From an optimization exercise on the open Yosys and OpenROAD flow, aimed at small area; shortcuts taken in it are not production practice. RTL that was checked went through simulation tests only; none was proved equivalent to the original. No functional check of the RTL was part of run 5. No activity file was given, so power comes from the tool's default toggle rates. No driver is modelled on the clock port, so clocking that relies on it looks cheaper here than on a real chip.

==> flow/design.v <==
package pePkg;
  localparam int DATA_WIDTH = 8;
  localparam logic [DATA_WIDTH-1:0] LAYER_MAX_POOL = DATA_WIDTH'(2);
  localparam logic [DATA_WIDTH-1:0] LAYER_RELU = DATA_WIDTH'(3);
endpackage
module featureBuffer #(
  parameter int BUFFER_DEPTH = 256
) (
  input logic clock,
  input logic writeEnable,
  input logic [7:0] writeAddress,
  input logic [pePkg::DATA_WIDTH-1:0] writeData,
  input logic [7:0] readAddress,
  output logic [pePkg::DATA_WIDTH-1:0] readData
);
  localparam int DW = pePkg::DATA_WIDTH;
  localparam int GROUPS = 85;
  logic [DW-1:0] storage [256];
  logic [15:0] readRowN, readColN, writeRowN, writeColN;
  logic [255:0] readSelect, writeSelect;
  always_comb begin
    for (int j = 0; j < 16; j++) begin
      readRowN[j] = readAddress[7:4] != 4'(j);
      readColN[j] = readAddress[3:0] != 4'(j);
      writeRowN[j] = !(writeEnable && (writeAddress[7:4] == 4'(j)));
      writeColN[j] = writeAddress[3:0] != 4'(j);
    end
  end
  for (genvar i = 0; i < 256; i++) begin : g_word
    peNor2 u_readSelect (.a(readRowN[i / 16]), .b(readColN[i % 16]), .y(readSelect[i]));
    peNor2 u_writeSelect (.a(writeRowN[i / 16]), .b(writeColN[i % 16]), .y(writeSelect[i]));
    always_ff @(posedge clock) begin
      if (writeSelect[i]) begin
        storage[i] <= writeData;
      end
    end
  end
  for (genvar b = 0; b < DW; b++) begin : g_bit
    logic [GROUPS:0] termN;
    logic [21:0] level1;
    logic [10:0] level2N;
    logic [2:0] level3;
    for (genvar g = 0; g < GROUPS; g++) begin : g_group
      peAoi222 u_aoi (
        .a0(readSelect[3 * g]), .b0(storage[3 * g][b]),
        .a1(readSelect[3 * g + 1]), .b1(storage[3 * g + 1][b]),
        .a2(readSelect[3 * g + 2]), .b2(storage[3 * g + 2][b]),
        .y(termN[g])
      );
    end
    peNand2 u_last (.a(readSelect[255]), .b(storage[255][b]), .y(termN[GROUPS]));
    for (genvar g = 0; g < 21; g++) begin : g_l1
      peNand4 u_n (.a(termN[4 * g]), .b(termN[4 * g + 1]), .c(termN[4 * g + 2]),
                   .d(termN[4 * g + 3]), .y(level1[g]));
    end
    peNand2 u_l1 (.a(termN[84]), .b(termN[85]), .y(level1[21]));
    for (genvar g = 0; g < 11; g++) begin : g_l2
      peNor2 u_n (.a(level1[2 * g]), .b(level1[2 * g + 1]), .y(level2N[g]));
    end
    peNand4 u_l3a (.a(level2N[0]), .b(level2N[1]), .c(level2N[2]), .d(level2N[3]),
                   .y(level3[0]));
    peNand4 u_l3b (.a(level2N[4]), .b(level2N[5]), .c(level2N[6]), .d(level2N[7]),
                   .y(level3[1]));
    peNand3 u_l3c (.a(level2N[8]), .b(level2N[9]), .c(level2N[10]), .y(level3[2]));
    assign readData[b] = |level3;
  end
endmodule
module peAoi222 (
  input logic a0, b0, a1, b1, a2, b2,
  output logic y
);
  assign y = ~((a0 & b0) | (a1 & b1) | (a2 & b2));
endmodule
module peNand2 (input logic a, b, output logic y);
  assign y = ~(a & b);
endmodule
module peNand3 (input logic a, b, c, output logic y);
  assign y = ~(a & b & c);
endmodule
module peNand4 (input logic a, b, c, d, output logic y);
  assign y = ~(a & b & c & d);
endmodule
module peNor2 (input logic a, b, output logic y);
  assign y = ~(a | b);
endmodule
module featureEngine (
  input logic first,
  input logic isRelu,
  input logic [pePkg::DATA_WIDTH-1:0] readData,
  input logic [pePkg::DATA_WIDTH-1:0] runningMax,
  output logic [pePkg::DATA_WIDTH-1:0] maxNext
);
  logic signed [pePkg::DATA_WIDTH-1:0] base;
  logic signed [pePkg::DATA_WIDTH-1:0] data;
  assign base = first ? {~isRelu, {(pePkg::DATA_WIDTH - 1){1'b0}}} : runningMax;
  assign data = readData;
  assign maxNext = (data > base) ? data : base;
endmodule
module dnnProcessingElement #(
  parameter int BUFFER_DEPTH = 256,
  parameter int GAP_CYCLES = 11
) (
  input logic clock,
  input logic reset,
  input logic [pePkg::DATA_WIDTH-1:0] dataIn,
  input logic isNewData,
  input logic isBusy,
  output logic [pePkg::DATA_WIDTH-1:0] dataOut,
  output logic doTransmit
);
  localparam int DW = pePkg::DATA_WIDTH;
  localparam int AW = $clog2(BUFFER_DEPTH);
  typedef enum logic [2:0] {
    stateIdle,
    stateHeader,
    stateLoad,
    stateEngine,
    stateDelay,
    stateSend
  } peState;
  peState state;
  logic isRelu;
  logic lastNewData;
  logic newByte;
  logic [DW-1:0] hC, hP, hQ, hR, hS, hX;
  logic [DW-1:0] cs, cr, cq, cp, cc;
  logic [DW-1:0] sInc, rInc, qInc, pInc, cInc;
  logic sEnd, rEnd, qEnd, pEnd, cEnd;
  logic [AW-1:0] rowBase, winBase, pBase;
  logic [AW-1:0] rowLen, rowStep;
  logic [AW-1:0] writeIndex;
  logic [AW-1:0] writeNext;
  logic [AW-1:0] readAddress;
  logic [AW-1:0] opA, opB, sum;
  logic [DW-1:0] readData;
  logic [DW-1:0] runningMax;
  logic [DW-1:0] maxNext;
  logic loading, engine;
  logic writeEnable;
  logic [DW-1:0] writeData;
  logic sendNow;
  assign newByte = isNewData != lastNewData;
  assign loading = state == stateLoad;
  assign engine = state == stateEngine;
  assign sInc = cs + 1'b1;
  assign rInc = cr + 1'b1;
  assign qInc = cq + 1'b1;
  assign pInc = cp + 1'b1;
  assign cInc = cc + 1'b1;
  assign qEnd = qInc == hQ;
  assign pEnd = pInc == hP;
  assign cEnd = cInc == hC;
  assign sEnd = sInc == ((loading && !qEnd) ? hX : hS);
  assign rEnd = rInc == ((loading && !pEnd) ? pBase : hR);
  assign readAddress = rowBase + cs;
  assign writeNext = writeIndex + 1'b1;
  always_comb begin
    opA = rowBase;
    opB = AW'(1);
    if (engine) begin
      if (!rEnd) begin
        opB = rowLen;
      end else if (!qEnd) begin
        opA = winBase;
        opB = hX;
      end else if (!pEnd) begin
        opA = pBase;
        opB = rowStep;
      end else begin
        opA = readAddress;
      end
    end
  end
  assign sum = opA + opB;
  featureEngine u_featureEngine (
    .first((cs == '0) && (cr == '0)),
    .isRelu(isRelu),
    .readData(readData),
    .runningMax(runningMax),
    .maxNext(maxNext)
  );
  assign writeEnable = (loading && newByte) || (engine && sEnd && rEnd);
  assign writeData = loading ? dataIn : maxNext;
  featureBuffer #(
    .BUFFER_DEPTH(BUFFER_DEPTH)
  ) u_featureBuffer (
    .clock(clock),
    .writeEnable(writeEnable),
    .writeAddress(writeIndex),
    .writeData(writeData),
    .readAddress(readAddress),
    .readData(readData)
  );
  assign sendNow = (state == stateSend) && !isBusy && (cq[3:0] == 4'(GAP_CYCLES - 1));
  always_ff @(posedge clock) begin
    lastNewData <= isNewData;
    runningMax <= maxNext;
  end
  always_ff @(posedge clock) begin
    if (reset) begin
      dataOut <= '0;
      doTransmit <= 1'b0;
    end else begin
      doTransmit <= sendNow;
      if (sendNow) begin
        dataOut <= readData;
      end
    end
  end
  always_ff @(posedge clock) begin
    if (reset) begin
      state <= stateIdle;
    end else begin
      case (state)
        stateIdle: begin
          if (newByte) begin
            cs <= '0;
            if (dataIn == pePkg::LAYER_MAX_POOL) begin
              isRelu <= 1'b0;
              state <= stateHeader;
            end else if (dataIn == pePkg::LAYER_RELU) begin
              isRelu <= 1'b1;
              hR <= 8'd1;
              hS <= 8'd1;
              hX <= 8'd1;
              pBase <= 8'd1;
              state <= stateHeader;
            end
          end
        end
        stateHeader: begin
          if (newByte) begin
            case (cs[2:0])
              3'd0: hC <= dataIn;
              3'd1: hP <= dataIn;
              3'd2: hQ <= dataIn;
              3'd3: hR <= dataIn;
              3'd4: hS <= dataIn;
              3'd5: hX <= dataIn;
              default: pBase <= dataIn;
            endcase
            cs <= sInc;
            if (cs[2:0] == (isRelu ? 3'd2 : 3'd6)) begin
              state <= stateLoad;
              cs <= '0;
              cr <= '0;
              cq <= '0;
              cp <= '0;
              cc <= '0;
              writeIndex <= '0;
              rowLen <= '0;
              rowStep <= '0;
            end
          end
        end
        stateLoad: begin
          if (newByte) begin
            writeIndex <= writeNext;
            if (!sEnd) begin
              cs <= sInc;
            end else begin
              cs <= '0;
              if (!qEnd) begin
                cq <= qInc;
              end else begin
                cq <= '0;
                if (rowLen == '0) begin
                  rowLen <= writeNext;
                end
                if (!rEnd) begin
                  cr <= rInc;
                end else begin
                  cr <= '0;
                  if (!pEnd) begin
                    cp <= pInc;
                    if (rowStep == '0) begin
                      rowStep <= writeNext;
                    end
                  end else begin
                    cp <= '0;
                    if (!cEnd) begin
                      cc <= cInc;
                    end else begin
                      cc <= '0;
                      state <= stateEngine;
                      writeIndex <= '0;
                      rowBase <= '0;
                      winBase <= '0;
                      pBase <= '0;
                    end
                  end
                end
              end
            end
          end
        end
        stateEngine: begin
          if (sEnd && rEnd) begin
            writeIndex <= writeNext;
          end
          if (!sEnd) begin
            cs <= sInc;
          end else begin
            cs <= '0;
            if (!rEnd) begin
              cr <= rInc;
              rowBase <= sum;
            end else begin
              cr <= '0;
              if (!qEnd) begin
                cq <= qInc;
                rowBase <= sum;
                winBase <= sum;
              end else begin
                cq <= '0;
                if (!pEnd) begin
                  cp <= pInc;
                  rowBase <= sum;
                  winBase <= sum;
                  pBase <= sum;
                end else begin
                  cp <= '0;
                  if (!cEnd) begin
                    cc <= cInc;
                    rowBase <= sum;
                    winBase <= sum;
                    pBase <= sum;
                  end else begin
                    cc <= '0;
                    rowBase <= '0;
                    state <= stateDelay;
                  end
                end
              end
            end
          end
        end
        stateDelay: begin
          cq <= qInc;
          if (cq[3:0] == (isRelu ? 4'd3 : 4'd4)) begin
            cq <= '0;
            state <= stateSend;
          end
        end
        stateSend: begin
          if (!isBusy) begin
            cq <= qInc;
          end
          if (sendNow) begin
            cq <= '0;
            rowBase <= sum;
            if (sum == writeIndex) begin
              state <= stateIdle;
            end
          end
        end
        default: begin
          state <= stateIdle;
        end
      endcase
    end
  end
endmodule
==> flow/run.sh <==
#!/bin/bash
# synth_recipe.tcl (not shown) runs the flow's synth.tcl, then flattens the netlist and writes it again
# the make line also repeats each setting of config.mk as NAME=value (left out here)
make -C /OpenROAD-flow-scripts/flow DESIGN_CONFIG=/design/flow/config.mk WORK_HOME=/design/flow/orfs CLKGATE_MAP_FILE= SYNTH_SCRIPT=/design/flow/synth_recipe.tcl finish
==> flow/config.mk <==
export PLATFORM = sky130hd
export DESIGN_NAME = dnnProcessingElement
export DESIGN_NICKNAME = dnnProcessingElement
export VERILOG_FILES = /design/flow/design.v
export SDC_FILE = /design/flow/constraint.sdc
export NUM_CORES = 4
export LEC_CHECK = 0
export CAP_MARGIN = 0
export CORE_MARGIN = 2
export CORE_UTILIZATION = 40
export CTS_BUF_LIST = sky130_fd_sc_hd__clkbuf_16
export CTS_CLUSTER_DIAMETER = 100
export CTS_CLUSTER_SIZE = 30
export SLEW_MARGIN = 0
export SYNTH_HIERARCHICAL = 1
export SYNTH_MINIMUM_KEEP_SIZE = 0
==> flow/constraint.sdc <==
create_clock -name core_clock -period 14.0 [get_ports {clock}]
set_input_delay 2.8000 -clock core_clock [delete_from_list [all_inputs] [get_ports {clock}]]
set_output_delay 2.8000 -clock core_clock [all_outputs]
set_load 0.01 [all_outputs]
==> results.sh, run 1 <==
export IMPL_firstDrtPassIters=13
export IMPL_path_class="register to register"
export IMPL_cts_tree="yes"
export IMPL_dpl_cell_area_um2=85500
export IMPL_drtIter0Drc=9546
export IMPL_drive_above_1_share_pct=4.95
export IMPL_power_per_cell_area_nw_per_um2=156
export IMPL_arrival_ps=10110
export IMPL_cap_violations=0
export IMPL_cts_buffer_depth=3
export IMPL_coreArea_um2=202000
export IMPL_syn_cell_area_um2=81400
export IMPL_postCtsHoldBufs=0
export IMPL_finalSetupTns_ps=0
export IMPL_fin_worst_skew_ps=41.3
export IMPL_crit_path_start_kind="register"
export IMPL_worstPathMaxFanout=73
export IMPL_final_max_slew_viol_count=0
export IMPL_outcome="complete, no violations"
export IMPL_largest_register="u_featureBuffer.storage"
export IMPL_cts_buffers=84
export IMPL_cts_sinks=2206
export IMPL_cp_end_kind="register"
export IMPL_vdd_drop_max_mv=0.352
export IMPL_syn_inst=4489
export IMPL_reg2reg_from="cs[0]"
export IMPL_synth_top_family_by_area="compound AO/OA/AOI/OAI gates"
export IMPL_async_flop_share_pct=0
export IMPL_largest_reg_flops=2048
export IMPL_clk_latency_ps=780
export IMPL_synth_compound_area_share_pct=9.42
export IMPL_synth_warnings=10
export IMPL_die_w_um=455
export IMPL_die_area_um2=207000
export IMPL_grt_overflow=0
export IMPL_ys_types=76
export IMPL_antenna_found_initial=4
export IMPL_routedWlPerCell_um=31.2
export IMPL_synth_edff_count=2185
export IMPL_vias=47300
export IMPL_hold_slack_ps=565
export IMPL_whs_endpoint="runningMax[1]"
export IMPL_yosys_area_share_simple_pct=6.87
export IMPL_fin_crit_sh_pct=68.9
export IMPL_grt_usage_pct=21.5
export IMPL_stdcell_count=7347
export IMPL_cts_resized=0
export IMPL_maxSlewHeadroom_pct=11.6
export IMPL_post_route_drc_count=0
export IMPL_die_height_um=455
export IMPL_area_delta_synth_final_pct=8.02
export IMPL_wl_um=229000
export IMPL_holdPathStages=2
export IMPL_stdcell_area_um2=87900
export IMPL_htree_levels=3
export IMPL_dp_cells=7215
export IMPL_timing_final_crit_period_ps=9650
export IMPL_dp_hpwl_um=144000
export IMPL_io_pins=21
export IMPL_synthFlopType="edfxtp_1"
export IMPL_hp_start="runningMax[1]"
export IMPL_num_rows=165
export IMPL_path_clk_slew_ps=120
export IMPL_grt_pass1_vias=44400
export IMPL_cts_root_buf="clkbuf_16"
export IMPL_rrSetupSlack_ps=4350
export IMPL_critPathRequiredTime_ps=14460
export IMPL_port_buffers=20
export IMPL_synth_nets=4537
export IMPL_muxShareOfSynthArea_pct=0.477
export IMPL_viasPerCell=6.44
export IMPL_rsz0062_at_grt="no"
export IMPL_setup_viol=0
export IMPL_synth_adder_area_share_pct=0.572
export IMPL_grt_pass1_wl_um=324000
export IMPL_worst_pin_slew_ps=1320
export IMPL_hp_class="register to register"
export IMPL_nNetsFinal=4677
export IMPL_start_util_pct=40.3
export IMPL_fmax_ghz=0.104
export IMPL_r2r_end="u_featureBuffer.storage[87][7]"
export IMPL_cts_setup_buffers=0
export IMPL_synthXorXnorAreaFrac_pct=1.21
export IMPL_hold_viol_final=0
export IMPL_antenna_left=0
export IMPL_p_leak_nw=26.1
export IMPL_avgSynthCellArea_um2=18.1
export IMPL_r2r_cells=25
export IMPL_place_gp_congestion=0.890
export IMPL_ys_seq_area_share_pct=81.2
export IMPL_grt_max_degree=173
export IMPL_yosys_register_bits=2206
## power breakdown
group	switching [mW]	total, mW	internal (mW)
logic	1.74	1.88	0.144
registers	0.00608	8.78	8.77
clock network	1.92	3.06	1.13
total	3.67	13.7	10.1
## Yosys stat by module (local to each module, per instance), excerpt
module                cell area, um2  cells inside  copies in the design  flip-flops and latches
featureEngine                    364            48                     1                       0
peNand3                         5.00             1                     8                       0
peNor2                          3.75             1                   600                       0
dnnProcessingElement            8690           808                     1                     158
peNand2                         3.75             1                    16                       0
peNand4                         6.26             1                   184                       0
peAoi222                        10.0             1                   680                       0
## cell families after synthesis
kind of cell / count (synthesis)
flip-flops: 2206
AND/OR/NAND/NOR: 1237
AO/OA/AOI/OAI: 810
XOR/XNOR: 102
buffers and inverters: 60
multiplexers: 38
adder cells (fa/ha/maj): 36
## final cells by class
class	count	area, um2
fill	17500	114000
sequential	2206	66000
multi-input combinational	2223	15300
tap	2672	3340
clock buffer	85	2130
timing repair buffer	82	703
clock inverter	43	278
inverter	32	120
antenna	4	10.0
## worst max-delay path by stage
stage          start                               to  slack (ps)  cells past startpoint
2_1_floorplan  cs[0]    u_featureBuffer.storage[0][5]        5000                     23
3_3_place_gp   cs[0]  u_featureBuffer.storage[162][7]        4700                     25
3_5_place_dp   cs[0]  u_featureBuffer.storage[164][7]        4650                     25
4_1_cts        cs[0]   u_featureBuffer.storage[74][7]        4600                     25
5_1_grt        cs[1]   u_featureBuffer.storage[87][7]        3910                     26
6_report       cs[0]   u_featureBuffer.storage[87][7]        4350                     25
## Yosys cell counts (19+ instances only)
library cell / count / share of area [%]
a21oi_1: 42 / 0.26
a222oi_1: 680 / 8.4
mux2i_1: 35 / 0.43
xnor2_1: 63 / 0.68
nand2_1: 131 / 0.60
xor2_1: 32 / 0.34
ha_1: 34 / 0.52
nand3_1: 51 / 0.31
clkbuf_1: 19 / 0.088
o21ai_0: 29 / 0.18
nor2_1: 730 / 3.4
dfxtp_1: 21 / 0.52
nand4_1: 194 / 1.5
inv_1: 31 / 0.14
edfxtp_1: 2185 / 81
## cells in the final DEF (no fill, tap or decap), types with 12 or more instances in the layout
cell type / synthesis / routed
and3_1: 15 / 15
nand2_1: 131 / 105
nand3_2: 0 / 12
a21oi_1: 42 / 42
inv_1: 31 / 61
nand4_1: 194 / 194
nor2_1: 730 / 730
nand3_1: 51 / 39
edfxtp_1: 2185 / 2185
mux2i_1: 35 / 35
clkbuf_16: 0 / 85
a222oi_1: 680 / 680
xor2_1: 32 / 32
buf_4: 1 / 59
nand2b_1: 16 / 16
and2_1: 14 / 14
ha_1: 34 / 34
dfxtp_1: 21 / 21
o21ai_0: 29 / 29
xnor2_1: 63 / 63
nand2_2: 1 / 19
clkdlybuf4s50_1: 0 / 20
## stage by stage
stage          total power, mW  worst slack [ps]  utilization, %
3_5_place_dp              10.8              4650            42.3
3_3_place_gp              10.8              4700            42.3
5_1_grt                   14.1              3910            43.5
6_report                  13.7              4350            43.5
2_1_floorplan             10.2              5000               -
4_1_cts                   13.8              4600            43.5
## metal layers
layer  routed length, um  vias up  global-route usage, %
met2              104000     2889                   33.0
met3               24400      321                   4.36
met1               93300    24500                   31.3
met4                7180        2                   6.10
li1                    -    19600                      -
met5                  14        -                      0
## critical path, cell delays in order, from the launching register on
cell and delay (ps):
edfxtp_1 540, ha_1 300, fa_1 410, a21o_1 170, a21oi_1 230, o21bai_1 100, a21oi_1 190, xnor2_1 310
and2b_2 310, nand2_1 710, nor2_1 360, a222oi_1 630, nand4_1 240, nor2_1 490, nand4_1 170, or3_1 460
ha_1 350, nand4_1 140, o32ai_1 300, a31oi_1 110, a21oi_4 330, mux2i_1 290, nand2_1 130, nand2_4 470
buf_4 710, buf_4 730
==> inputs of run 2 (changes only) <==
--- a/flow/config.mk
+++ b/flow/config.mk
@@ -7,5 +7,5 @@
 export LEC_CHECK = 0
-export CAP_MARGIN = 0
+export CAP_MARGIN = 20
 export CORE_MARGIN = 2
-export CORE_UTILIZATION = 40
+export CORE_UTILIZATION = 55
 export CTS_BUF_LIST = sky130_fd_sc_hd__clkbuf_16
@@ -13,3 +13,3 @@
 export CTS_CLUSTER_SIZE = 30
-export SLEW_MARGIN = 0
+export SLEW_MARGIN = 20
 export SYNTH_HIERARCHICAL = 1
==> run 2 against run 1 <==
Compared with the run above:
- cell count is 10% lower
- combinational power is essentially flat
- critical path type unchanged
- still clean
- area after synthesis unchanged
- utilization rose by 16 points
- wire length fell by 1.5%
==> results.sh, run 2 <==
export IMPL_reg2reg_from="cs[0]"
export IMPL_firstDrtPassIters=11
export IMPL_synth_top_cell_area_share_pct=80.6
export IMPL_port_buffers=20
export IMPL_io_pins=21
export IMPL_ys_types=76
export IMPL_dp_hpwl_um=140000
export IMPL_crit_slowest_cell="nand2_1"
export IMPL_cts_tree="yes"
export IMPL_grt_max_degree=185
export IMPL_fin_worst_skew_ps=42.9
export IMPL_place_ws_ps=4490
export IMPL_synth_commonest_cells="edfxtp_1 (2185), nor2_1 (730), a222oi_1 (680)"
export IMPL_grt_pass1_vias=44400
export IMPL_power_per_cell_area_nw_per_um2=158
export IMPL_holdPathStages=2
export IMPL_coreArea_um2=147000
export IMPL_whs_endpoint="runningMax[4]"
export IMPL_setup_slack_ps=4270
export IMPL_critPathRequiredTime_ps=14430
export IMPL_path_clk_slew_ps=110
export IMPL_final_cell_mix="edfxtp_1 (2185), nor2_1 (730), a222oi_1 (680)"
export IMPL_grt_overflow=0
export IMPL_synth_area_leader_cell="edfxtp_1"
export IMPL_total_power_mw=13.7
export IMPL_cpMostUsedCell="nand4_1"
export IMPL_avgSynthCellArea_um2=18.1
export IMPL_crit_path_start_kind="register"
export IMPL_cts_resized=0
export IMPL_post_route_drc_count=0
export IMPL_postCtsHoldBufs=0
export IMPL_rsz0062_at_grt="no"
export IMPL_die_area_um2=151000
export IMPL_cap_violations=0
export IMPL_largest_register="u_featureBuffer.storage"
export IMPL_htree_levels=3
export IMPL_slowest_delay_ps=820
export IMPL_largest_reg_flops=2048
export IMPL_antenna_left=0
export IMPL_r2r_cells=25
export IMPL_syn_inst=4489
export IMPL_cts_root_buf="clkbuf_16"
export IMPL_start_util_pct=55.2
export IMPL_syn_cell_area_um2=81400
export IMPL_synth_most_common_cell="edfxtp_1"
export IMPL_place_gp_congestion=0.888
export IMPL_final_util_pct=59.1
export IMPL_die_height_um=389
export IMPL_clk_latency_ps=760
export IMPL_setup_viol=0
export IMPL_layout_commonest_cell="edfxtp_1"
export IMPL_synth_warnings=10
export IMPL_cp_top_family="simple AND/OR/NAND/NOR gates"
export IMPL_grt_pass1_wl_um=320000
export IMPL_viasPerCell=7.12
export IMPL_routedWlPerCell_um=34.1
export IMPL_n_fill_cell=10800
export IMPL_worst_pin_slew_ps=1210
export IMPL_synth_nets=4537
export IMPL_cts_buffer_depth=3
export IMPL_arrival_ps=10160
export IMPL_cts_setup_buffers=0
export IMPL_r2r_end="u_featureBuffer.storage[151][7]"
export IMPL_vdd_drop_max_mv=0.298
export IMPL_rrSetupSlack_ps=4270
export IMPL_nNetsFinal=4680
export IMPL_num_rows=141
export IMPL_drive_above_1_share_pct=5.06
export IMPL_synthFlopType="edfxtp_1"
export IMPL_cts_sinks=2206
export IMPL_grt_usage_pct=29.5
export IMPL_vias=47100
export IMPL_synthTopCellsByArea="edfxtp_1 (81%), a222oi_1 (8.4%), nor2_1 (3.4%)"
export IMPL_maxSlewHeadroom_pct=19.1
export IMPL_hp_class="register to register"
export IMPL_outcome="complete, no violations"
export IMPL_cp_end_kind="register"
export IMPL_timing_final_crit_period_ps=9730
export IMPL_path_class="register to register"
export IMPL_wl_um=226000
export IMPL_area_delta_synth_final_pct=7.06
export IMPL_antenna_found_initial=11
export IMPL_synth_edff_count=2185
export IMPL_die_w_um=389
export IMPL_seq_area_um2=66000
export IMPL_finalSetupTns_ps=0
export IMPL_hold_viol_final=0
export IMPL_crit_buf_inv=2
export IMPL_worstPathMaxFanout=72
export IMPL_ys_seq_area_share_pct=81.2
export IMPL_async_flop_share_pct=0
export IMPL_multi_input_area_um2=15300
export IMPL_yosys_register_bits=2206
export IMPL_hp_start="runningMax[4]"
export IMPL_fin_crit_sh_pct=69.5
export IMPL_final_max_slew_viol_count=0
export IMPL_startpoint="cs[0]"
export IMPL_drtIter0Drc=9253
export IMPL_fmax_ghz=0.103
export IMPL_cts_buffers=84
export IMPL_p_leak_nw=26.2
[run 2: area by class of cell]
cell class | instances | area share [%]
Multi-Input combinational cell | 2223 | 17.6
Tap cell | 1930 | 2.77
Inverter | 32 | 0.138
Antenna cell | 2 | 0.00575
Clock buffer | 88 | 2.53
Timing Repair Buffer | 85 | 0.893
Sequential cell | 2206 | 75.8
Clock inverter | 46 | 0.276
[run 2: power breakdown]
group / internal (mW) / switching [mW]
combinational: 0.163 / 1.73
clock: 1.16 / 1.90
sequential: 8.76 / 0.00625
total: 10.1 / 3.64
[run 2: how the worst max path moves through the flow]
stage,end,slack (ps),cells past startpoint
2_1_floorplan,u_featureBuffer.storage[0][5],5000,23
3_3_place_gp,u_featureBuffer.storage[201][7],4560,25
3_5_place_dp,u_featureBuffer.storage[201][7],4490,25
4_1_cts,u_featureBuffer.storage[151][7],4470,25
5_1_grt,u_featureBuffer.storage[151][7],3950,25
6_report,u_featureBuffer.storage[151][7],4270,25
[run 2: worst register-to-register path: stages, from the launching register on]
cell,delay [ps]
edfxtp_1,520
ha_1,280
fa_1,410
a21o_1,170
a21oi_1,230
o21bai_1,100
a21oi_1,180
xnor2_1,310
and2b_2,320
nand2_1,820
nor2_1,440
a222oi_1,610
nand4_1,160
nor2_1,410
nand4_1,360
or3_1,520
ha_1,350
nand4_1,130
o32ai_1,300
a31oi_1,110
a21oi_4,330
mux2i_1,280
nand2_1,120
nand2_4,450
buf_4,690
buf_4,800
[run 2: metal layers]
| metal | global-route usage [%] | vias up | part of all wire [%] |
|---|---|---|---|
| li1 | - | 19600 | - |
| met1 | 43.9 | 24300 | 40 |
| met2 | 45.1 | 2825 | 46 |
| met3 | 5.76 | 330 | 11 |
| met4 | 7.96 | 4 | 2.9 |
| met5 | 0 | - | 0.0071 |
[run 2: per-stage QoR]
| stage | instance area, um2 | hold WS, ps | cells |
|---|---|---|---|
| final | 87100 | 576 | 6612 |
| after floorplan | 81400 | 488 | 4489 |
| after detailed placement | 84600 | 549 | 6474 |
| after global placement | 84500 | 540 | 6473 |
| after CTS | 87000 | 568 | 6608 |
| after global routing | 87100 | 588 | 6610 |
[run 2: Yosys stat by module (local to each module, per instance), excerpt]
module	cells	copies in the design	flops+latches
peNand3	1	8	0
featureEngine	48	1	0
dnnProcessingElement	808	1	158
peNand2	1	16	0
peAoi222	1	680	0
peNand4	1	184	0
peNor2	1	600	0
[run 2: cell families after synthesis]
kind of cell / count (synthesis) / share of synthesized area, %
AO/OA/AOI/OAI: 810 / 9.42
XOR/XNOR: 102 / 1.21
adder cells (fa/ha/maj): 36 / 0.572
buffers and inverters: 60 / 0.289
flip-flops: 2206 / 81.2
multiplexers: 38 / 0.477
AND/OR/NAND/NOR: 1237 / 6.87
==> inputs of run 3 (changes only) <==
--- a/flow/config.mk
+++ b/flow/config.mk
@@ -9,3 +9,3 @@
 export CORE_MARGIN = 2
-export CORE_UTILIZATION = 55
+export CORE_UTILIZATION = 40
 export CTS_BUF_LIST = sky130_fd_sc_hd__clkbuf_16
==> run 3 against run 2 <==
Compared with the run above:
- synthesized cell count is the same
- utilization shrank 16 points
- fmax is essentially flat
- highest routed layer unchanged
- critical path type unchanged
- die area grew 37%
- worst setup slack gained 9.3 ps
- clock power grew 1%
- via count grew 0.42%
- critical endpoint is now u_featureBuffer.storage[74][7]
- largest cell class unchanged
- clock skew is essentially flat
- still clean
- power grew 0.34%
- first-iteration DRC count grew 6.1%
- combinational power is essentially flat
- non-clock buffer count shrank 2
==> results.sh, run 3 <==
export IMPL_drtIter0Drc=9819
export IMPL_cts_root_buf="clkbuf_16"
export IMPL_rrSetupSlack_ps=4280
export IMPL_syn_cell_area_um2=81400
export IMPL_layout_commonest_cell="edfxtp_1"
export IMPL_stdcell_area_um2=88000
export IMPL_place_gp_congestion=0.890
export IMPL_p_comb_share_pct=13.9
export IMPL_die_height_um=455
export IMPL_synth_area_leader_cell="edfxtp_1"
export IMPL_grt_overflow=0
export IMPL_num_rows=165
export IMPL_path_clk_slew_ps=120
export IMPL_die_w_um=455
export IMPL_cts_setup_buffers=0
export IMPL_p_int_mw=10.1
export IMPL_postCtsHoldBufs=0
export IMPL_io_pins=21
export IMPL_die_area_um2=207000
export IMPL_port_buffers=20
export IMPL_synth_nets=4537
export IMPL_r2r_cells=25
export IMPL_synthFlopType="edfxtp_1"
export IMPL_hold_viol_final=0
export IMPL_hold_slack_ps=560
export IMPL_dp_hpwl_um=144000
export IMPL_ys_seq_area_share_pct=81.2
export IMPL_rsz0062_at_grt="no"
export IMPL_synth_most_common_cell="edfxtp_1"
export IMPL_whs_endpoint="runningMax[1]"
export IMPL_p_sw_mw=3.69
export IMPL_htree_levels=3
export IMPL_synth_warnings=10
export IMPL_grt_pass1_wl_um=324000
export IMPL_worst_pin_slew_ps=1210
export IMPL_n_fill_cell=17400
export IMPL_synthTopCellsByArea="edfxtp_1 (81%), a222oi_1 (8.4%), nor2_1 (3.4%)"
export IMPL_largest_reg_flops=2048
export IMPL_synth_edff_count=2185
export IMPL_outcome="complete, no violations"
export IMPL_startpoint="cs[0]"
export IMPL_worstPathMaxFanout=73
export IMPL_area_delta_synth_final_pct=8.15
export IMPL_wl_um=230000
export IMPL_fmax_ghz=0.103
export IMPL_power_switching_share_pct=26.8
export IMPL_yosys_register_bits=2206
export IMPL_crit_path_start_kind="register"
export IMPL_grt_pass1_vias=44200
export IMPL_final_max_slew_viol_count=0
export IMPL_grt_usage_pct=21.5
export IMPL_grt_max_degree=173
export IMPL_async_flop_share_pct=0
export IMPL_critPathRequiredTime_ps=14450
export IMPL_viasPerCell=6.43
export IMPL_drive_above_1_share_pct=5.09
export IMPL_cts_buffers=84
export IMPL_final_cell_mix="edfxtp_1 (2185), nor2_1 (729), a222oi_1 (680)"
export IMPL_p_leak_nw=26.2
export IMPL_start_util_pct=40.3
export IMPL_cts_sinks=2206
export IMPL_post_route_drc_count=0
export IMPL_pwr_share_clk_pct=22.5
export IMPL_cp_end_kind="register"
export IMPL_reg2reg_from="cs[0]"
export IMPL_path_class="register to register"
export IMPL_vdd_drop_max_mv=0.299
export IMPL_fin_crit_sh_pct=69.5
export IMPL_cts_tree="yes"
export IMPL_avgSynthCellArea_um2=18.1
export IMPL_arrival_ps=10170
export IMPL_largest_register="u_featureBuffer.storage"
export IMPL_hp_start="runningMax[1]"
export IMPL_antenna_found_initial=4
export IMPL_clk_latency_ps=790
export IMPL_dpl_cell_area_um2=85500
export IMPL_cts_resized=0
export IMPL_coreArea_um2=202000
export IMPL_routedWlPerCell_um=31.2
export IMPL_setup_viol=0
export IMPL_timing_final_crit_period_ps=9720
export IMPL_fin_worst_skew_ps=43.1
export IMPL_r2r_end="u_featureBuffer.storage[74][7]"
export IMPL_firstDrtPassIters=11
export IMPL_cts_buffer_depth=3
export IMPL_antenna_left=0
export IMPL_synth_commonest_cells="edfxtp_1 (2185), nor2_1 (730), a222oi_1 (680)"
export IMPL_nNetsFinal=4678
export IMPL_vias=47300
export IMPL_finalSetupTns_ps=0
export IMPL_total_power_mw=13.8
export IMPL_maxSlewHeadroom_pct=18.7
export IMPL_cap_violations=0
export IMPL_syn_inst=4489
export IMPL_synth_top_cell_area_share_pct=80.6
export IMPL_seqPwrFrac_pct=63.7
export IMPL_hp_class="register to register"
export IMPL_power_per_cell_area_nw_per_um2=157
export IMPL_holdPathStages=2
export IMPL_ys_types=76
## run 3: cell counts after synthesis
Identical to the previous run, type by type.
## run 3: power groups by stage
stage          registers, mW  clock network [mW]  logic, mW
6_report                8.77                3.10       1.91
5_1_grt                 8.77                3.35       2.07
4_1_cts                 8.78                3.15       1.91
3_5_place_dp            8.93                   0       1.92
3_3_place_gp            8.92                   0       1.85
2_1_floorplan           9.35                   0      0.815
## run 3: layout make-up
cell class	instances	area, um2	share of cell area (%)
sequential	2206	66000	75.0
multi-input combinational	2223	15300	17.4
tap	2672	3340	3.80
clock buffer	85	2130	2.42
timing repair buffer	83	738	0.839
clock inverter	50	320	0.364
inverter	32	120	0.137
antenna	2	5.00	0.00569
## run 3: stage by stage
step	std cells	utilization [%]	worst slack, ps
floorplan	4489	-	5000
finish	7353	43.5	4280
detailed placement	7215	42.3	4630
CTS	7350	43.5	4570
global placement	7215	42.3	4700
global route	7351	43.5	3880
## run 3: logic make-up (layout without fill, tap and decap cells)
logic type	Yosys count	in the layout	share of synthesized area (%)
flip-flops	2206	2206	81.2
AND/OR/NAND/NOR	1237	1237	6.87
AO/OA/AOI/OAI	810	810	9.42
XOR/XNOR	102	102	1.21
buffers and inverters	60	250	0.289
multiplexers	38	38	0.477
adder cells (fa/ha/maj)	36	36	0.572
other	0	2	0
## run 3: Yosys stat by module (local to each module, per instance), excerpt
| module | cell area (um2) | times used |
|---|---|---|
| peNand2 | 3.75 | 16 |
| peAoi222 | 10.0 | 680 |
| dnnProcessingElement | 8690 | 1 |
| peNand3 | 5.00 | 8 |
| peNand4 | 6.26 | 184 |
| peNor2 | 3.75 | 600 |
| featureEngine | 364 | 1 |
## run 3: metal layers
metal  routed length (um)  track usage, %
met2               104000            33.0
met5                   33               0
met4                 7710            6.50
met3                24500            3.74
met1                93300            31.6
## run 3: worst max-delay path: stages (launching register included)
cell and delay (ps):
edfxtp_1 540, ha_1 290, fa_1 410, a21o_1 170
a21oi_1 230, o21bai_1 100, a21oi_1 210, xnor2_1 310
and2b_2 310, nand2_1 730, nor2_1 360, a222oi_1 660
nand4_1 260, nor2_1 490, nand4_1 180, or3_1 460
ha_1 350, nand4_1 140, o32ai_1 280, a31oi_1 100
a21oi_4 320, mux2i_1 280, nand2_1 130, nand2_4 450
buf_4 720, buf_4 730
## run 3: how the worst max path moves through the flow
stage                                           end  slack, ps  depth (start not counted)
finish               u_featureBuffer.storage[74][7]       4280                         25
global route         u_featureBuffer.storage[87][7]       3880                         25
CTS                  u_featureBuffer.storage[87][7]       4570                         25
detailed placement  u_featureBuffer.storage[164][7]       4630                         25
global placement    u_featureBuffer.storage[162][7]       4700                         25
floorplan             u_featureBuffer.storage[0][5]       5000                         23
==> inputs of run 4 (changes only) <==
==> flow/flow/run.sh (new file) <==
#!/bin/bash
# Standard layout, with the clock tree built from larger sink clusters without
# dummy loads, and power recovery (downsizing off the critical paths) after
# global routing. Synthesis is the standard one, run unchanged.
set -euo pipefail
bash standard.sh synth > make_synth.log 2>&1
bash standard.sh \
  CTS_ARGS="-sink_clustering_enable -repair_clock_nets -sink_clustering_size 30 -sink_clustering_max_diameter 100 -buf_list sky130_fd_sc_hd__clkbuf_16 -dont_use_dummy_load" \
  RECOVER_POWER=100 \
  finish > make_finish.log 2>&1
==> flow/standard.sh (new file) <==
#!/bin/bash
# synth_recipe.tcl (not shown) runs the flow's synth.tcl, then flattens the netlist and writes it again
# the make line also repeats each setting of config.mk as NAME=value (left out here)
make -C /OpenROAD-flow-scripts/flow DESIGN_CONFIG=/design/flow/config.mk WORK_HOME=/design/flow/orfs CLKGATE_MAP_FILE= SYNTH_SCRIPT=/design/flow/synth_recipe.tcl "${@:-finish}"
--- a/flow/config.mk
+++ b/flow/config.mk
@@ -10,5 +10,2 @@
 export CORE_UTILIZATION = 40
-export CTS_BUF_LIST = sky130_fd_sc_hd__clkbuf_16
-export CTS_CLUSTER_DIAMETER = 100
-export CTS_CLUSTER_SIZE = 30
 export SLEW_MARGIN = 20
removed: flow/run.sh
==> run 4 against run 3 <==
Compared with the run above:
- now fails the layout checks on max-capacitance violations, max-slew violations
- area after synthesis did not move
- sequential share of layout area rose by 0.45 points
- utilization fell by 0.26 points
- clock skew rose by 43 ps
- critical path type unchanged
==> results.sh, run 4 <==
export IMPL_outcome="failed layout checks"
export IMPL_so_violations="max-capacitance violations, max-slew violations"
export IMPL_muxShareOfSynthArea_pct=0.477
export IMPL_p_leak_nw=25.9
export IMPL_cts_buffers=84
export IMPL_total_power_mw=13.7
export IMPL_drtIter0Drc=9666
export IMPL_ys_seq_area_share_pct=81.2
export IMPL_path_clk_slew_ps=120
export IMPL_synth_most_common_cell="edfxtp_1"
export IMPL_firstDrtPassIters=10
export IMPL_cp_end_kind="register"
export IMPL_viasPerCell=6.46
export IMPL_largest_reg_flops=2048
export IMPL_area_delta_synth_final_pct=7.51
export IMPL_critPathRequiredTime_ps=14390
export IMPL_wl_um=229000
export IMPL_antenna_found_initial=2
export IMPL_post_route_drc_count=0
export IMPL_synth_warnings=10
export IMPL_largest_register="u_featureBuffer.storage"
export IMPL_cts_tree="yes"
export IMPL_grt_max_degree=173
export IMPL_synth_nets=4537
export IMPL_maxSlewHeadroom_pct=-154
export IMPL_routedWlPerCell_um=31.4
export IMPL_place_gp_congestion=0.890
export IMPL_hp_class="register to register"
export IMPL_final_max_slew_viol_count=670
export IMPL_die_area_um2=207000
export IMPL_n_antenna_cell=0
export IMPL_hold_viol_final=0
export IMPL_cts_sinks=2206
export IMPL_syn_inst=4489
export IMPL_synthXorXnorAreaFrac_pct=1.21
export IMPL_num_rows=165
export IMPL_dp_hpwl_um=144000
export IMPL_cts_resized=0
export IMPL_fin_crit_sh_pct=82.9
export IMPL_fin_worst_skew_ps=86.2
export IMPL_path_class="register to register"
export IMPL_synthFlopType="edfxtp_1"
export IMPL_timing_final_crit_period_ps=11610
export IMPL_drive_above_1_share_pct=4.24
export IMPL_ys_types=76
export IMPL_die_height_um=455
export IMPL_yosys_area_share_simple_pct=6.87
export IMPL_crit_buf_inv=1
export IMPL_coreArea_um2=202000
export IMPL_crit_slowest_cell="nand2_1"
export IMPL_synth_top_family_by_area="compound AO/OA/AOI/OAI gates"
export IMPL_synth_compound_area_share_pct=9.42
export IMPL_die_w_um=455
export IMPL_cts_buffer_depth=3
export IMPL_fmax_ghz=0.0861
export IMPL_grt_pass1_vias=44100
export IMPL_path_cells="ha_1, fa_1, a21o_1, a21oi_1, o21bai_1, a21oi_1, xnor2_1, and2b_1, nand2_1, nor2_1, a222oi_1, nand4_1, nor2_1, nand4_1, or3_1, ha_1, nand4_1, o32ai_1, a31oi_1, a21oi_1, mux2i_1, nand2_1, nand2_1, buf_12"
export IMPL_layout_commonest_cell="edfxtp_1"
export IMPL_async_flop_share_pct=0
export IMPL_final_util_pct=43.3
export IMPL_cp_top_family="simple AND/OR/NAND/NOR gates"
export IMPL_syn_cell_area_um2=81400
export IMPL_synth_area_leader_cell="edfxtp_1"
export IMPL_synth_top_cell_area_share_pct=80.6
export IMPL_grt_pass1_wl_um=324000
export IMPL_finalSetupTns_ps=0
export IMPL_cap_violations=9
export IMPL_crit_path_start_kind="register"
export IMPL_grt_overflow=0
export IMPL_vias=47200
export IMPL_avgSynthCellArea_um2=18.1
export IMPL_synth_commonest_cells="edfxtp_1 (2185), nor2_1 (730), a222oi_1 (680)"
export IMPL_htree_levels=3
export IMPL_synth_adder_area_share_pct=0.572
export IMPL_stdcell_count=7300
export IMPL_antenna_left=0
export IMPL_worstPathMaxFanout=162
export IMPL_setup_viol=0
export IMPL_clk_latency_ps=780
export IMPL_synthTopCellsByArea="edfxtp_1 (81%), a222oi_1 (8.4%), nor2_1 (3.4%)"
export IMPL_rsz0062_at_grt="no"
export IMPL_postCtsHoldBufs=0
export IMPL_port_buffers=20
export IMPL_grt_usage_pct=21.5
export IMPL_nNetsFinal=4678
export IMPL_vdd_drop_max_mv=0.278
export IMPL_yosys_register_bits=2206
export IMPL_dp_cells=7215
export IMPL_slowest_delay_ps=2700
export IMPL_power_per_cell_area_nw_per_um2=156
export IMPL_synth_edff_count=2185
export IMPL_worst_pin_slew_ps=3810
export IMPL_io_pins=21
export IMPL_start_util_pct=40.3
export IMPL_cts_setup_buffers=0
export IMPL_cts_root_buf="clkbuf_16"
export IMPL_final_cell_mix="edfxtp_1 (2185), nor2_1 (729), a222oi_1 (680)"
export IMPL_arrival_ps=12000
run 4: per-layer routing:
metal / track usage, % / routed length [um] / up-vias
met5: 0 / 19 / -
met4: 6.37 / 7670 / 2
met3: 3.60 / 23600 / 301
met2: 33.0 / 104000 / 2926
met1: 31.6 / 93800 / 24400
li1: - / - / 19500
run 4: modules after synthesis (local to each module, per instance), a selection:
module,area [um2],copies in the design,flops+latches,cells
peNor2,3.75,600,0,1
peNand2,3.75,16,0,1
peNand3,5.00,8,0,1
dnnProcessingElement,8690,1,158,808
peNand4,6.26,184,0,1
peAoi222,10.0,680,0,1
featureEngine,364,1,0,48
run 4: final cells by class:
cell class,instances,area [um2]
Clock buffer,84,2100
Fill cell,17500,115000
Inverter,32,120
Multi-Input combinational cell,2223,15200
Sequential cell,2206,66000
Tap cell,2672,3340
Timing Repair Buffer,83,707
run 4: path summary, 6_finish.rpt:
kind | startpoint | endpoint | slack (ps) | cells after the start
worst max-delay path | cs[0] | u_featureBuffer.storage[154][4] | 2390 | 24
worst min-delay path | runningMax[1] | runningMax[1] | 560 | 2
worst max register to register | cs[0] | u_featureBuffer.storage[154][4] | 2390 | 24
worst min register to register | runningMax[1] | runningMax[1] | 560 | 2
run 4: cells by family (layout without fill, tap and decap cells):
logic type,after synthesis,in the layout
xor+xnor,102,102
compound gates,810,810
mux,38,38
flops,2206,2206
buf+inv,60,199
simple gates,1237,1237
fa+ha+maj,36,36
run 4: report_power, final:
group / internal, mW / total (mW) / switching [mW]
clock network: 1.09 / 2.94 / 1.85
registers: 8.84 / 8.85 / 0.00634
logic: 0.146 / 1.87 / 1.73
run 4: per-stage QoR:
stage               hold slack [ps]  cell area (um2)  worst slack [ps]
global placement                518            85500              4700
floorplan                       488            81400              5000
detailed placement              533            85500              4630
CTS                             551            87600              4570
global route                    591            87500              1960
finish                          564            87500              2390
run 4: tightest hold or removal path: stages, from the launching register on:
cell      delay, ps
dfxtp_1         320
nand2b_1        100
mux2i_1         100
==> inputs of run 5 (changes only) <==
--- a/flow/design.v
+++ b/flow/design.v
@@ -127,2 +127,3 @@
   logic [DW-1:0] sInc, rInc, qInc, pInc, cInc;
+  logic [DW-1:0] sLimit;
   logic sEnd, rEnd, qEnd, pEnd, cEnd;
@@ -152,3 +153,11 @@
   assign cEnd = cInc == hC;
-  assign sEnd = sInc == ((loading && !qEnd) ? hX : hS);
+  always_comb begin
+    sLimit = hS;
+    if (state == stateSend) begin
+      sLimit = writeIndex;
+    end else if (loading && !qEnd) begin
+      sLimit = hX;
+    end
+  end
+  assign sEnd = sInc == sLimit;
   assign rEnd = rInc == ((loading && !pEnd) ? pBase : hR);
@@ -158,7 +167,5 @@
     opA = rowBase;
-    opB = AW'(1);
-    if (engine) begin
-      if (!rEnd) begin
-        opB = rowLen;
-      end else if (!qEnd) begin
+    opB = rowLen;
+    if (rEnd) begin
+      if (!qEnd) begin
         opA = winBase;
@@ -169,3 +176,3 @@
       end else begin
-        opA = readAddress;
+        opB = hS;
       end
@@ -350,4 +357,4 @@
             cq <= '0;
-            rowBase <= sum;
-            if (sum == writeIndex) begin
+            cs <= sInc;
+            if (sEnd) begin
               state <= stateIdle;
==> flow/run.sh (new file) <==
#!/bin/bash
# synth_recipe.tcl (not shown) runs the flow's synth.tcl, then flattens the netlist and writes it again
# the make line also repeats each setting of config.mk as NAME=value (left out here)
make -C /OpenROAD-flow-scripts/flow DESIGN_CONFIG=/design/flow/config.mk WORK_HOME=/design/flow/orfs CLKGATE_MAP_FILE= SYNTH_SCRIPT=/design/flow/synth_recipe.tcl finish
--- a/flow/config.mk
+++ b/flow/config.mk
@@ -10,2 +10,5 @@
 export CORE_UTILIZATION = 40
+export CTS_BUF_LIST = sky130_fd_sc_hd__clkbuf_16
+export CTS_CLUSTER_DIAMETER = 100
+export CTS_CLUSTER_SIZE = 30
 export SLEW_MARGIN = 20
removed: flow/flow/run.sh
removed: flow/standard.sh
==> run 5 against run 4 <==
Compared with the run above:
- now clean on timing, DRC and antenna
- register-to-register slack better by 1900 ps
- via count rose by 1.8%
- worst setup slack improved by 1900 ps
- sequential share of layout area is 0.59 points lower
- count of clock-buffer cells in the layout up 1
- clock power grew 5%
- utilization is 0.25 points higher
- first-iteration DRC count rose by 2.6%
- cell count is 1.1% higher
- power up 19%
- global-route usage increased by 0.19 points
- sequential power increased by 11%
==> results.sh, run 5 <==
export IMPL_dp_hpwl_um=144000
export IMPL_synthTopCellsByArea="edfxtp_1 (80%), a222oi_1 (8.3%), nor2_1 (3.2%)"
export IMPL_muxShareOfSynthArea_pct=0.583
export IMPL_die_w_um=456
export IMPL_dpl_cell_area_um2=85700
export IMPL_synth_top_cell_area_share_pct=80.4
export IMPL_io_pins=21
export IMPL_synth_most_common_cell="edfxtp_1"
export IMPL_maxSlewHeadroom_pct=23.0
export IMPL_power_per_cell_area_nw_per_um2=184
export IMPL_yosys_register_bits=2206
export IMPL_stdcell_area_um2=88200
export IMPL_layout_commonest_cell="edfxtp_1"
export IMPL_outcome="complete, no violations"
export IMPL_synth_adder_area_share_pct=0.570
export IMPL_reg2reg_from="cs[0]"
export IMPL_final_util_pct=43.5
export IMPL_grt_pass1_wl_um=330000
export IMPL_cts_root_buf="clkbuf_16"
export IMPL_grt_max_degree=205
export IMPL_n_fill_cell=17500
export IMPL_syn_cell_area_um2=81600
export IMPL_path_class="register to register"
export IMPL_p_leak_nw=26.3
export IMPL_hold_slack_ps=593
export IMPL_p_comb_share_pct=20.5
export IMPL_r2r_cells=26
export IMPL_rsz0062_at_grt="no"
export IMPL_cts_buffers=85
export IMPL_ys_seq_area_share_pct=80.9
export IMPL_cap_violations=0
export IMPL_timing_final_crit_period_ps=9710
export IMPL_grt_overflow=0
export IMPL_nNetsFinal=4715
export IMPL_synthFlopType="edfxtp_1"
export IMPL_hold_viol_final=0
export IMPL_cts_resized=0
export IMPL_startpoint="cs[0]"
export IMPL_r2r_end="u_featureBuffer.storage[72][7]"
export IMPL_final_cell_mix="edfxtp_1 (2185), nor2_1 (706), a222oi_1 (680)"
export IMPL_multi_input_area_um2=15500
export IMPL_avgSynthCellArea_um2=18.0
export IMPL_path_clk_slew_ps=120
export IMPL_clk_latency_ps=790
export IMPL_routedWlPerCell_um=31.6
export IMPL_antenna_left=0
export IMPL_vias=48000
export IMPL_worst_pin_slew_ps=1150
export IMPL_grt_pass1_vias=45100
export IMPL_p_sw_mw=4.98
export IMPL_start_util_pct=40.3
export IMPL_cts_setup_buffers=0
export IMPL_cts_sinks=2206
export IMPL_cts_tree="yes"
export IMPL_seq_area_um2=66000
export IMPL_hp_class="register to register"
export IMPL_largest_reg_flops=2048
export IMPL_crit_path_start_kind="register"
export IMPL_fmax_ghz=0.103
export IMPL_pwr_share_clk_pct=19.1
export IMPL_vdd_drop_max_mv=0.305
export IMPL_fin_worst_skew_ps=75.4
export IMPL_largest_register="u_featureBuffer.storage"
export IMPL_synth_warnings=10
export IMPL_area_delta_synth_final_pct=8.05
export IMPL_finalSetupTns_ps=0
export IMPL_synth_top_family_by_area="compound AO/OA/AOI/OAI gates"
export IMPL_yosys_area_share_simple_pct=7.12
export IMPL_synth_commonest_cells="edfxtp_1 (2185), nor2_1 (706), a222oi_1 (680)"
export IMPL_firstDrtPassIters=10
export IMPL_arrival_ps=10160
export IMPL_die_area_um2=208000
export IMPL_rrSetupSlack_ps=4290
export IMPL_place_gp_congestion=0.924
export IMPL_port_buffers=20
export IMPL_synth_edff_count=2185
export IMPL_viasPerCell=6.51
export IMPL_final_max_slew_viol_count=0
export IMPL_synth_compound_area_share_pct=9.58
export IMPL_wl_um=233000
export IMPL_num_rows=165
export IMPL_antenna_found_initial=6
export IMPL_die_height_um=456
export IMPL_power_switching_share_pct=30.7
export IMPL_cp_end_kind="register"
export IMPL_htree_levels=3
export IMPL_post_route_drc_count=0
export IMPL_ys_types=80
export IMPL_cp_endpoint="u_featureBuffer.storage[72][7]"
export IMPL_p_int_mw=11.3
export IMPL_worstPathMaxFanout=76
export IMPL_seqPwrFrac_pct=60.5
export IMPL_coreArea_um2=203000
export IMPL_setup_slack_ps=4290
export IMPL_setup_viol=0
export IMPL_drive_above_1_share_pct=5.25
export IMPL_fin_crit_sh_pct=69.4
export IMPL_synth_area_leader_cell="edfxtp_1"
export IMPL_grt_usage_pct=21.7
export IMPL_synthXorXnorAreaFrac_pct=0.894
export IMPL_cts_buffer_depth=3
export IMPL_async_flop_share_pct=0
export IMPL_postCtsHoldBufs=0
export IMPL_drtIter0Drc=9915
export IMPL_synth_nets=4577
export IMPL_syn_inst=4529
export IMPL_place_ws_ps=4550
export IMPL_critPathRequiredTime_ps=14450
==> run 5: cell count changes in the layout (fill, tap and decap cells not counted), sizes merged, moves of 13 or more <==
cell and change:
a22o +13, nand2 +14, clkdlybuf4s50 +19, nor2 -24, xnor2 -25, dlygate4sd3 -19
inv +35
==> run 5: power by group through the flow <==
stage	Combinational (mW)	Sequential, mW	Clock, mW
CTS	3.38	9.81	3.15
global placement	3.31	9.96	0
global route	3.59	9.83	3.36
finish	3.32	9.82	3.09
floorplan	1.42	10.7	0
detailed placement	3.40	9.97	0
==> run 5: final cells by class <==
type	instances	share of cell area [%]
Sequential cell	2206	74.9
Tap cell	2672	3.79
Antenna cell	3	0.00851
Timing Repair Buffer	84	0.829
Inverter	35	0.149
Multi-Input combinational cell	2255	17.6
Clock inverter	37	0.331
Clock buffer	85	2.41
==> run 5: worst max-delay path: stages (launching register included) <==
cell	delay, ps
edfxtp_1	540
ha_1	280
a21o_1	190
a21oi_1	250
o21bai_1	90
a21oi_1	280
o21bai_1	110
a21oi_1	180
xnor2_1	310
nor2b_2	130
nand2_1	760
nor2_1	340
a222oi_1	560
nand4_1	270
nor2_1	380
nand4_1	420
or3_1	530
ha_1	310
nand4_1	140
o32ai_1	290
a31oi_1	100
a21oi_4	340
mux2i_1	270
nand2_1	120
nand2_4	760
buf_4	680
buf_4	590
==> run 5: worst min-delay path by stage <==
| stage | slack, ps | endpoint | startpoint | cells past startpoint |
|---|---|---|---|---|
| after floorplan | 490 | runningMax[1] | runningMax[1] | 2 |
| after global placement | 560 | runningMax[2] | runningMax[2] | 2 |
| after detailed placement | 570 | runningMax[2] | runningMax[2] | 2 |
| after CTS | 590 | runningMax[2] | runningMax[2] | 2 |
| after global routing | 610 | runningMax[2] | runningMax[2] | 2 |
| final | 590 | runningMax[6] | runningMax[6] | 2 |
==> run 5: modules after synthesis, one instance, submodules excluded, excerpt <==
module,area [um2],times used
peNand4,6.26,184
peNand3,5.00,8
dnnProcessingElement,8920,1
peNor2,3.75,600
peAoi222,10.0,680
peNand2,3.75,16
featureEngine,364,1
==> run 5: cells by family (layout without fill, tap and decap cells) <==
family / after synthesis / after routing
buf+inv: 68 / 241
simple gates: 1262 / 1262
compound gates: 831 / 831
flops: 2206 / 2206
other cells: 0 / 3
mux: 46 / 46
xor+xnor: 80 / 80
fa+ha+maj: 36 / 36
==> run 5: through the flow <==
step	total power, mW	std cells
after floorplan	12.1	4529
after global placement	13.3	7252
after detailed placement	13.4	7252
after CTS	16.3	7374
after global routing	16.8	7375
final	16.2	7377
==> run 5: layer usage <==
layer  GRT usage (%)  wire length (um)
met1            31.4             93900
met2            33.1            106000
met3            4.92             26600
met4            5.83              6990
met5               0                84
==> inputs of run 6 (changes only) <==
--- a/flow/design.v
+++ b/flow/design.v
@@ -18,7 +18,9 @@
   logic [DW-1:0] storage [256];
-  logic [15:0] readRowN, readColN, writeRowN, writeColN;
-  logic [255:0] readSelect, writeSelect;
+  logic [3:0] readRowN;
+  logic [15:0] readColN;
+  logic [15:0] writeRowN, writeColN;
+  logic [63:0] readSelect;
+  logic [255:0] writeSelect;
   always_comb begin
     for (int j = 0; j < 16; j++) begin
-      readRowN[j] = readAddress[7:4] != 4'(j);
       readColN[j] = readAddress[3:0] != 4'(j);
@@ -27,5 +29,7 @@
     end
+    for (int j = 0; j < 4; j++) begin
+      readRowN[j] = readAddress[5:4] != 2'(j);
+    end
   end
   for (genvar i = 0; i < 256; i++) begin : g_word
-    peNor2 u_readSelect (.a(readRowN[i / 16]), .b(readColN[i % 16]), .y(readSelect[i]));
     peNor2 u_writeSelect (.a(writeRowN[i / 16]), .b(writeColN[i % 16]), .y(writeSelect[i]));
@@ -37,30 +41,31 @@
   end
+  for (genvar i = 0; i < 64; i++) begin : g_select
+    peNor2 u_readSelect (.a(readRowN[i / 16]), .b(readColN[i % 16]), .y(readSelect[i]));
+  end
   for (genvar b = 0; b < DW; b++) begin : g_bit
-    logic [GROUPS:0] termN;
-    logic [21:0] level1;
-    logic [10:0] level2N;
-    logic [2:0] level3;
-    for (genvar g = 0; g < GROUPS; g++) begin : g_group
-      peAoi222 u_aoi (
-        .a0(readSelect[3 * g]), .b0(storage[3 * g][b]),
-        .a1(readSelect[3 * g + 1]), .b1(storage[3 * g + 1][b]),
-        .a2(readSelect[3 * g + 2]), .b2(storage[3 * g + 2][b]),
-        .y(termN[g])
-      );
-    end
-    peNand2 u_last (.a(readSelect[255]), .b(storage[255][b]), .y(termN[GROUPS]));
-    for (genvar g = 0; g < 21; g++) begin : g_l1
-      peNand4 u_n (.a(termN[4 * g]), .b(termN[4 * g + 1]), .c(termN[4 * g + 2]),
-                   .d(termN[4 * g + 3]), .y(level1[g]));
-    end
-    peNand2 u_l1 (.a(termN[84]), .b(termN[85]), .y(level1[21]));
-    for (genvar g = 0; g < 11; g++) begin : g_l2
-      peNor2 u_n (.a(level1[2 * g]), .b(level1[2 * g + 1]), .y(level2N[g]));
+    logic [3:0] quarter;
+    for (genvar h = 0; h < 4; h++) begin : g_quarter
+      logic [21:0] termN;
+      logic [5:0] level1;
+      logic [2:0] level2N;
+      for (genvar g = 0; g < 21; g++) begin : g_group
+        peAoi222 u_aoi (
+          .a0(readSelect[3 * g]), .b0(storage[64 * h + 3 * g][b]),
+          .a1(readSelect[3 * g + 1]), .b1(storage[64 * h + 3 * g + 1][b]),
+          .a2(readSelect[3 * g + 2]), .b2(storage[64 * h + 3 * g + 2][b]),
+          .y(termN[g])
+        );
+      end
+      peNand2 u_last (.a(readSelect[63]), .b(storage[64 * h + 63][b]), .y(termN[21]));
+      for (genvar g = 0; g < 5; g++) begin : g_l1
+        peNand4 u_n (.a(termN[4 * g]), .b(termN[4 * g + 1]), .c(termN[4 * g + 2]),
+                     .d(termN[4 * g + 3]), .y(level1[g]));
+      end
+      peNand2 u_l1 (.a(termN[20]), .b(termN[21]), .y(level1[5]));
+      for (genvar g = 0; g < 3; g++) begin : g_l2
+        peNor2 u_n (.a(level1[2 * g]), .b(level1[2 * g + 1]), .y(level2N[g]));
+      end
+      peNand3 u_l3 (.a(level2N[0]), .b(level2N[1]), .c(level2N[2]), .y(quarter[h]));
     end
-    peNand4 u_l3a (.a(level2N[0]), .b(level2N[1]), .c(level2N[2]), .d(level2N[3]),
-                   .y(level3[0]));
-    peNand4 u_l3b (.a(level2N[4]), .b(level2N[5]), .c(level2N[6]), .d(level2N[7]),
-                   .y(level3[1]));
-    peNand3 u_l3c (.a(level2N[8]), .b(level2N[9]), .c(level2N[10]), .y(level3[2]));
-    assign readData[b] = |level3;
+    assign readData[b] = quarter[readAddress[7:6]];
   end
--- a/flow/config.mk
+++ b/flow/config.mk
@@ -13,2 +13,4 @@
 export CTS_CLUSTER_SIZE = 30
+export GPL_ROUTABILITY_DRIVEN = 0
+export GPL_TIMING_DRIVEN = 0
 export SLEW_MARGIN = 20
==> run 6 against run 5 <==
Compared with the run above:
- sequential power decreased by 12%
- fmax increased by 2.8%
- utilization increased by 1.2 points
- sequential share of layout area decreased by 1.7 points
- die area decreased by 0.92%
- non-clock buffer count increased by 95
- synthesized cell count decreased by 4.1%
- wire length decreased by 5.0%
- critical path depth increased by 2
- worst setup slack improved by 270 ps
- register-to-register slack improved by 270 ps
- critical path type unchanged
- critical endpoint is now u_featureBuffer.storage[130][7]
- largest cell class unchanged
- highest routed layer is now met4
==> results.sh, run 6 <==
export IMPL_crit_path_start_kind="register"
export IMPL_fmax_ghz=0.106
export IMPL_timing_final_crit_period_ps=9440
export IMPL_synth_area_leader_cell="edfxtp_1"
export IMPL_synthFlopType="edfxtp_1"
export IMPL_worst_pin_slew_ps=1120
export IMPL_cts_resized=0
export IMPL_grt_pass1_wl_um=314000
export IMPL_cp_end_kind="register"
export IMPL_die_w_um=454
export IMPL_hp_class="register to register"
export IMPL_cts_tree="yes"
export IMPL_drive_above_1_share_pct=7.81
export IMPL_layout_commonest_cell="edfxtp_1"
export IMPL_yosys_register_bits=2206
export IMPL_slowest_delay_ps=840
export IMPL_cts_setup_buffers=0
export IMPL_cpMostUsedCell="buf_12"
export IMPL_syn_cell_area_um2=80800
export IMPL_postCtsHoldBufs=0
export IMPL_cts_buffers=85
export IMPL_synth_top_cell_area_share_pct=81.2
export IMPL_wl_um=222000
export IMPL_grt_pass1_vias=43500
export IMPL_maxSlewHeadroom_pct=24.9
export IMPL_area_delta_synth_final_pct=11.6
export IMPL_routedWlPerCell_um=30.6
export IMPL_firstDrtPassIters=10
export IMPL_p_leak_nw=27.2
export IMPL_port_buffers=19
export IMPL_async_flop_share_pct=0
export IMPL_rsz0062_at_grt="no"
export IMPL_fin_worst_skew_ps=51.2
export IMPL_nNetsFinal=4619
export IMPL_startpoint="cs[0]"
export IMPL_setup_viol=0
export IMPL_num_rows=165
export IMPL_reg2reg_from="cs[0]"
export IMPL_synth_commonest_cells="edfxtp_1 (2185), a222oi_1 (672), nor2_1 (517)"
export IMPL_vias=46200
export IMPL_drtIter0Drc=8728
export IMPL_avgSynthCellArea_um2=18.6
export IMPL_die_height_um=454
export IMPL_ys_seq_area_share_pct=81.7
export IMPL_htree_levels=3
export IMPL_path_clk_slew_ps=120
export IMPL_cap_violations=0
export IMPL_syn_inst=4342
export IMPL_start_util_pct=40.1
export IMPL_synthTopCellsByArea="edfxtp_1 (81%), a222oi_1 (8.3%), nor2_1 (2.4%)"
export IMPL_io_pins=21
export IMPL_path_class="register to register"
export IMPL_cts_sinks=2206
export IMPL_synth_edff_count=2185
export IMPL_final_max_slew_viol_count=0
export IMPL_total_power_mw=14.1
export IMPL_cts_root_buf="clkbuf_16"
export IMPL_grt_max_degree=72
export IMPL_post_route_drc_count=0
export IMPL_power_per_cell_area_nw_per_um2=156
export IMPL_multi_input_area_um2=15100
export IMPL_dpl_cell_area_um2=87800
export IMPL_worstPathMaxFanout=58
export IMPL_largest_register="u_featureBuffer.storage"
export IMPL_seq_area_um2=66000
export IMPL_grt_overflow=0
export IMPL_stdcell_area_um2=90200
export IMPL_synth_most_common_cell="edfxtp_1"
export IMPL_synth_warnings=10
export IMPL_n_fill_cell=17200
export IMPL_grt_usage_pct=20.9
export IMPL_synth_nets=4390
export IMPL_antenna_found_initial=2
export IMPL_hp_start="dataOut[3]"
export IMPL_critPathRequiredTime_ps=14530
export IMPL_arrival_ps=9970
export IMPL_n_antenna_cell=0
export IMPL_final_cell_mix="edfxtp_1 (2185), a222oi_1 (672), nor2_1 (453)"
export IMPL_crit_slowest_cell="or2_2"
export IMPL_coreArea_um2=201000
export IMPL_viasPerCell=6.37
export IMPL_clk_latency_ps=750
export IMPL_fin_crit_sh_pct=67.5
export IMPL_ys_types=74
export IMPL_vdd_drop_max_mv=0.197
export IMPL_dp_hpwl_um=146000
export IMPL_antenna_left=0
export IMPL_hold_viol_final=0
export IMPL_die_area_um2=206000
export IMPL_largest_reg_flops=2048
export IMPL_cts_buffer_depth=3
export IMPL_outcome="complete, no violations"
## run 6: worst paths after layout
check | depth (start not counted) | slack (ps) | end
max | 28 | 4560 | u_featureBuffer.storage[130][7]
min | 2 | 510 | dataOut[3]
max reg2reg | 28 | 4560 | u_featureBuffer.storage[130][7]
min reg2reg | 2 | 510 | dataOut[3]
## run 6: final cells by class
cell class	count	share of cell area, %
flip-flops and latches	2206	73.2
multi-input cells	2053	16.8
well taps	2672	3.71
repair buffers	142	3.34
clock buffers	86	2.39
clock inverters	15	0.230
inverters	46	0.194
plain buffers	37	0.183
## run 6: cells by family after synthesis
logic type      after synthesis  share of synthesized area, %
mux                          45                         0.689
flops                      2206                          81.7
fa+ha+maj                    36                         0.576
xor+xnor                     91                          1.00
simple gates               1066                          6.12
compound gates              815                          9.51
buf+inv                      83                         0.421
## run 6: metrics by stage
stage	TNS, ps	instances	setup WS, ps	hold WS (ps)	util [%]
after global placement	-3779660	7033	-2060	474	41.9
after CTS	0	7255	4660	521	44.8
after floorplan	0	4342	5250	488	-
after global routing	0	7257	4180	537	44.8
final	0	7257	4560	512	44.8
after detailed placement	0	7154	4750	491	43.6
## run 6: critical path, delay by kind of cell (launching register included)
| family | cells | cell delay, ps |
|---|---|---|
| AND/OR/NAND/NOR | 8 | 2920 |
| XOR/XNOR | 1 | 370 |
| buffers and inverters | 8 | 1710 |
| multiplexers | 2 | 980 |
| AO/OA/AOI/OAI | 6 | 1480 |
| flip-flops | 1 | 540 |
| adder cells (fa/ha/maj) | 3 | 1010 |
## run 6: layer usage
layer	track usage, %	vias up	wire (um)
met5	0	-	0
met4	5.72	0	6610
met3	3.56	247	23500
met2	32.8	2641	103000
met1	30.3	24100	88700
li1	-	19300	-
## run 6: Yosys stat by module, one instance, submodules excluded, a selection
module                cells inside  times used  flops+latches
peNor2                           1         416              0
peAoi222                         1         672              0
peNand2                          1          64              0
peNand4                          1         160              0
peNand3                          1          32              0
featureEngine                   48           1              0
dnnProcessingElement           816           1            158
## run 6: power by group
part / leakage [nW] / internal, mW / switching (mW)
clock network: 1.17 / 1.17 / 1.91
registers: 20.1 / 8.68 / 0.00525
logic: 5.97 / 0.473 / 1.82
total: 27.2 / 10.3 / 3.74

-- static timing again, ports no longer ideal --
The flow's constraints put no driver on any port. The routed layouts listed below were extracted and timed again, unchanged, in two steps.
Step 1 sets driving cells, clkbuf_16 on the clock port and buf_2 on the other inputs (assumed; they add their load-dependent delay and slew).
Step 2 times the ports against the registers' clock, not the clock port: input delays grow and output delays shrink by t, the midpoint of the rising clock arrivals with the driver on.
a / b / c = ideal ports / drivers / drivers and shift; a / b = the first two.
| run | t (ns) | slack for setup (ns) | worst register clock-pin slew, ns | worst data-port slew with drivers (ns) | cell pins on the clock port's net |
|---|---|---|---|---|---|
| run 1 | 0.851 | 4.349 / 4.349 / 4.349 | 0.12 / 0.12 | 0.05 | 1 |
| run 2 | 0.811 | 4.267 / 4.267 / 4.267 | 0.12 / 0.12 | 0.04 | 1 |
| run 3 | 0.853 | 4.277 / 4.277 / 4.277 | 0.12 / 0.12 | 0.06 | 1 |
| run 4 | 0.829 | 2.391 / 2.391 / 2.391 | 0.12 / 0.12 | 0.06 | 1 |
| run 5 | 0.840 | 4.291 / 4.291 / 4.291 | 0.12 / 0.12 | 0.05 | 1 |
| run 6 | 0.812 | 4.556 / 4.556 / 4.556 | 0.12 / 0.12 | 0.05 | 1 |
